From an optimization exercise on the open Yosys and OpenROAD flow, aimed at small area, a short achievable clock period and few clock cycles per item; shortcuts taken in it are not production practice.
At most, simulation tests tie the RTL to the original design; equivalence was not proved.
Power is estimated from default activity; no workload was simulated.

==> build 55: inputs <==
==> flow/design.v (excerpt) <==
module elastic_alu (
	input logic clk,
	input logic rst,
	input logic [31:0] lhs,
	input logic [3:0] lhs_op,
	input logic lhs_valid,
	output logic lhs_ready,
	input logic [31:0] rhs,
	input logic rhs_valid,
	output logic rhs_ready,
	output logic [31:0] result,
	output logic result_valid,
	input logic result_ready
);
==> flow/config.mk <==
export PLATFORM = sky130hd
export DESIGN_NAME = elastic_alu
export DESIGN_NICKNAME = elastic_alu
export VERILOG_FILES = /design/flow/design.v
export SDC_FILE = /design/flow/constraint.sdc
export NUM_CORES = 4
export LEC_CHECK = 0
export CAP_MARGIN = 5
export CORE_MARGIN = 2
export CORE_UTILIZATION = 40
export SLEW_MARGIN = 5
export SYNTH_HIERARCHICAL = 1
==> flow/constraint.sdc <==
create_clock -name core_clock -period 10.0 [get_ports {clk}]
set_input_delay 2.0000 -clock core_clock [delete_from_list [all_inputs] [get_ports {clk}]]
set_output_delay 2.0000 -clock core_clock [all_outputs]
set_load 0.01 [all_outputs]
standard.sh (not shown) runs the stock make flow with config.mk's settings and CLKGATE_MAP_FILE= SYNTH_SCRIPT=/design/flow/synth_recipe.tcl, a recipe that flattens the netlist after the stock synthesis.
==> flow/flow/run.sh <==
#!/bin/bash
# The standard layout (standard.sh) with two changes to the ORFS run:
#  - timing repair aims at a larger setup slack (SETUP_SLACK_MARGIN), so the
#    layout is sped up beyond the 10 ns clock it must meet;
#  - the port buffers are buf_2 cells rather than the delay-cell buffer that
#    buffer_ports picks by default (every port still gets its own buffer).
# The make output goes to make_flow.log; ORFS keeps each tool's log under orfs/logs.
set -euo pipefail
MARGIN=${MARGIN:-6.5}
PORTBUF=${PORTBUF:-sky130_fd_sc_hd__buf_2}
sed "s/\"\\\${@:-finish}\"/SETUP_SLACK_MARGIN=$MARGIN 'BUFFER_PORTS_ARGS=-buffer_cell $PORTBUF' \"\${@:-finish}\"/" standard.sh > flow/standard_own.sh
grep -q "SETUP_SLACK_MARGIN=$MARGIN" flow/standard_own.sh
bash flow/standard_own.sh > make_flow.log 2>&1
==> flow/flow/standard_own.sh <==
#!/bin/bash
# The standard flow's own layout of this design, on the ORFS make targets given (by default finish). After
# finish it leaves the final layout's DEF at /design/flow/out/final.def.
set -euo pipefail
make -C /OpenROAD-flow-scripts/flow DESIGN_CONFIG=/design/flow/config.mk WORK_HOME=/design/flow/orfs CLKGATE_MAP_FILE= SYNTH_SCRIPT=/design/flow/synth_recipe.tcl CAP_MARGIN=5 CORE_MARGIN=2 CORE_UTILIZATION=40 SLEW_MARGIN=5 SYNTH_HIERARCHICAL=1 SETUP_SLACK_MARGIN=6.5 'BUFFER_PORTS_ARGS=-buffer_cell sky130_fd_sc_hd__buf_2' "${@:-finish}"
if [[ -f /design/flow/orfs/results/sky130hd/elastic_alu/base/6_final.odb ]]; then
  : # left out here: write the final layout as DEF
fi
==> build 14: changes against build 55 <==
--- a/flow/design.v
+++ b/flow/design.v
@@ -165,11 +165,11 @@
 			pp13[i] = ((one[13] & ll[i+1]) | (two[13] & ll[i])) ^ neg[13];
 			pp14[i] = ((one[14] & ll[i+1]) | (two[14] & ll[i])) ^ neg[14];
 			pp15[i] = ((one[15] & ll[i+1]) | (two[15] & ll[i])) ^ neg[15];
 		end
 	end
-	logic [31:0] tx, ty, sum, rx;
+	logic [31:0] tx, ty, sum;
 	logic t1, t2, t3, t4, t5, t6, t7, t8, t9, t10, t11, t12, t13, t14, t15, t16, t17, t18, t19, t20, t21, t22, t23, t24, t25, t26, t27, t28, t29, t30, t31, t32, t33, t34, t35, t36, t37, t38, t39, t40, t41, t42, t43, t44, t45, t46, t47, t48, t49, t50, t51, t52, t53, t54, t55, t56, t57, t58, t59, t60, t61, t62, t63, t64, t65, t66, t67, t68, t69, t70, t71, t72, t73, t74, t75, t76, t77, t78, t79, t80, t81, t82, t83, t84, t85, t86, t87, t88, t89, t90, t91, t92, t93, t94, t95, t96, t97, t98, t99, t100, t101, t102, t103, t104, t105, t106, t107, t108, t109, t110, t111, t112, t113, t114, t115, t116, t117, t118, t119, t120, t121, t122, t123, t124, t125, t126, t127, t128, t129, t130, t131, t132, t133, t134, t135, t136, t137, t138, t139, t140, t141, t142, t143, t144, t145, t146, t147, t148, t149, t150, t151, t152, t153, t154, t155, t156, t157, t158, t159, t160, t161, t162, t163, t164, t165, t166, t167, t168, t169, t170, t171, t172, t173, t174, t175, t176, t177, t178, t179, t180, t181, t182, t183, t184, t185, t186, t187, t188, t189, t190, t191, t192, t193, t194, t195, t196, t197, t198, t199, t200, t201, t202, t203, t204, t205, t206, t207, t208, t209, t210, t211, t212, t213, t214, t215, t216, t217, t218, t219, t220, t221, t222, t223, t224, t225, t226, t227, t228, t229, t230, t231, t232, t233, t234, t235, t236, t237, t238, t239, t240, t241, t242, t243, t244, t245, t246, t247, t248, t249, t250, t251, t252, t253, t254, t255, t256, t257, t258, t259, t260, t261, t262, t263, t264, t265, t266, t267, t268, t269, t270, t271, t272, t273, t274, t275, t276, t277, t278, t279, t280, t281, t282, t283, t284, t285, t286, t287, t288, t289, t290, t291, t292, t293, t294, t295, t296, t297, t298, t299, t300, t301, t302, t303, t304, t305, t306, t307, t308, t309, t310, t311, t312, t313, t314, t315, t316, t317, t318, t319, t320, t321, t322, t323, t324, t325, t326, t327, t328, t329, t330, t331, t332, t333, t334, t335, t336, t337, t338, t339, t340, t341, t342, t343, t344, t345, t346, t347, t348, t349, t350, t351, t352, t353, t354, t355, t356, t357, t358, t359, t360, t361, t362, t363, t364, t365, t366, t367, t368, t369, t370, t371, t372, t373, t374, t375, t376, t377, t378, t379, t380, t381, t382, t383, t384, t385, t386, t387, t388, t389, t390, t391, t392, t393, t394, t395, t396, t397, t398, t399, t400, t401, t402, t403, t404, t405, t406, t407, t408, t409, t410, t411, t412, t413, t414, t415, t416, t417, t418, t419, t420, t421, t422, t423, t424, t425, t426, t427, t428, t429, t430, t431, t432, t433, t434, t435, t436, t437, t438, t439, t440, t441, t442, t443, t444, t445, t446, t447, t448, t449, t450, t451, t452, t453, t454, t455, t456, t457, t458, t459, t460, t461;
 	csa_ha t1_h (.a(neg[12]), .b(pp0[24]), .s(t1), .co(t2));
 	csa_ha t3_h (.a(pp0[25]), .b(pp10[5]), .s(t3), .co(t4));
 	csa_fa t5_f (.a(neg[13]), .b(pp0[26]), .c(pp10[6]), .s(t5), .co(t6));
 	csa_ha t7_h (.a(pp11[4]), .b(pp12[2]), .s(t7), .co(t8));
@@ -660,11 +660,10 @@
 	csa_x2 u87_x (.a(q31_0), .b(q31_1), .y(u87));
 	csa_x2 u86_x (.a(u87), .b(q31_2), .y(u86));
 	assign tx = {u86, u83, u80, u77, u74, u71, u68, u65, u62, u59, u56, u53, u50, u47, u44, u41, u38, u35, u32, u29, u26, u23, u20, u17, u14, u11, u8, u5, u3, u1, q1_0, q0_0};
 	assign ty = {u85, u82, u79, u76, u73, u70, u67, u64, u61, u58, u55, u52, u49, u46, u43, u40, u37, u34, u31, u28, u25, u22, u19, u16, u13, u10, u7, u4, u2, q2_2, 1'b0, q0_1};
 	assign sum = tx + ty;
-	assign rx = tx ^ ty;
 	logic bv;
 	logic b_sn, b_sr, b_sc, b_fe;
 	always_ff @(posedge clk or posedge rst) begin
 		if (rst) begin
 			bv <= 1'b0;
@@ -681,11 +680,11 @@
 		end
 	end
 	logic [31:0] res;
 	always_comb begin
 		for (int i = 0; i < 32; i++) begin
-			res[i] = (b_sn & sum[i]) | (b_sr & rx[31 - i]) | (b_sc & ~rx[31 - i]);
+			res[i] = (b_sn & sum[i]) | (b_sr & sum[31 - i]) | (b_sc & ~sum[31 - i]);
 		end
 		res[0] = res[0] | b_fe;
 	end
 	logic ov, sv, take;
 	logic [31:0] o_d, s_d;
@@ -721,11 +720,11 @@
 	assign k_n = ~sv & b_sn;
 	assign k_r = ~sv & b_sr;
 	assign k_c = ~sv & b_sc;
 	always_comb begin
 		for (int i = 0; i < 32; i++) begin
-			o_n[i] = (k_s & s_d[i]) | (k_n & sum[i]) | (k_r & rx[31 - i]) | (k_c & ~rx[31 - i]);
+			o_n[i] = (k_s & s_d[i]) | (k_n & sum[i]) | (k_r & sum[31 - i]) | (k_c & ~sum[31 - i]);
 		end
 		o_n[0] = o_n[0] | (~sv & b_fe);
 	end
 	always_ff @(posedge clk) begin
 		if (~sv) s_d <= res;
==> flow/flow/standard_own.sh (replaced) <==
#!/bin/bash
# The standard flow's own layout of this design, on the ORFS make targets given (by default finish). After
# finish it leaves the final layout's DEF at /design/flow/out/final.def.
set -euo pipefail
make -C /OpenROAD-flow-scripts/flow DESIGN_CONFIG=/design/flow/config.mk WORK_HOME=/design/flow/orfs CLKGATE_MAP_FILE= SYNTH_SCRIPT=/design/flow/synth_recipe.tcl CAP_MARGIN=20 CORE_MARGIN=2 CORE_UTILIZATION=40 SLEW_MARGIN=20 SYNTH_HIERARCHICAL=1 SETUP_SLACK_MARGIN=6.5 'BUFFER_PORTS_ARGS=-buffer_cell sky130_fd_sc_hd__buf_2' "${@:-finish}"
if [[ -f /design/flow/orfs/results/sky130hd/elastic_alu/base/6_final.odb ]]; then
  : # left out here: write the final layout as DEF
fi
Settings changed: CAP_MARGIN 5 to 20, SLEW_MARGIN 5 to 20.
==> comparison table <==
metric                                                                 build 14        build 55
Leakage component of the power                                         11.99 nW        12.00 nW
Total instance count after detailed placement                              3514            3547
Number of library cell types mapped by synthesis                             74              85
Worst VDD drop                                                         118.7 uV        117.4 uV
Met2 track utilization from global routing                               0.3995          0.3867
Start point of the worst hold path                               c_sc$_DFFE_PN_  c_sn$_DFFE_PN_
Pin count of the biggest net entering global routing                         99              94
Final-stage net count                                                      3026            3046
Growth of design area from synthesis to finish                           11.59%          10.62%
Global-route track usage on met3                                        0.02731         0.03438
Multi-input logic area                                                17410 um2       17480 um2
Fillers                                                                    6445            6637
Clock buffers and inverters, area share                                 0.03928         0.04112
Run status                                                       finished clean  finished clean
Clock latency reported for the late side of the worst-skew pair         0.58 ns         0.59 ns
Number of core rows                                                          96              97
Depth of the worst register-to-register path                                 11               6
Syn avg cell area                                                     10.57 um2       10.55 um2
Core region area                                                      68710 um2       69910 um2
Worst EP required                                                      10.33 ns        10.29 ns
Post-synthesis instance total                                              2633            2674
CTS resizes                                                                  30               6
Testbench counts of build 55, summed over its fixed seeds: cycles 16,032, items 16,000.
The RTL of build 14 was laid out without a check of its function.

## re-timing with driven ports
Ports are ideal in the flow. The routed layouts listed here were re-timed in OpenROAD.
Step 1 assumes that a clkbuf_16 drives the clock port and a buf_2 every other input.
Step 2 also shifts input and output timing later by t, the mid clock arrival at the registers, as if the neighbouring blocks saw the same clock.
Three values: no drivers, after step 1, after step 2; two values: the first two.
run | shift t [ns] | slack for setup (ns) | worst hold slack (ns)
build 55 | 0.633 | 6.564 / 6.564 / 6.564 | 0.418 / 0.418 / 0.418
build 14 | 0.629 | 6.360 / 6.360 / 6.360 | 0.420 / 0.420 / 0.420
After both steps setup and hold are still met in every run listed.
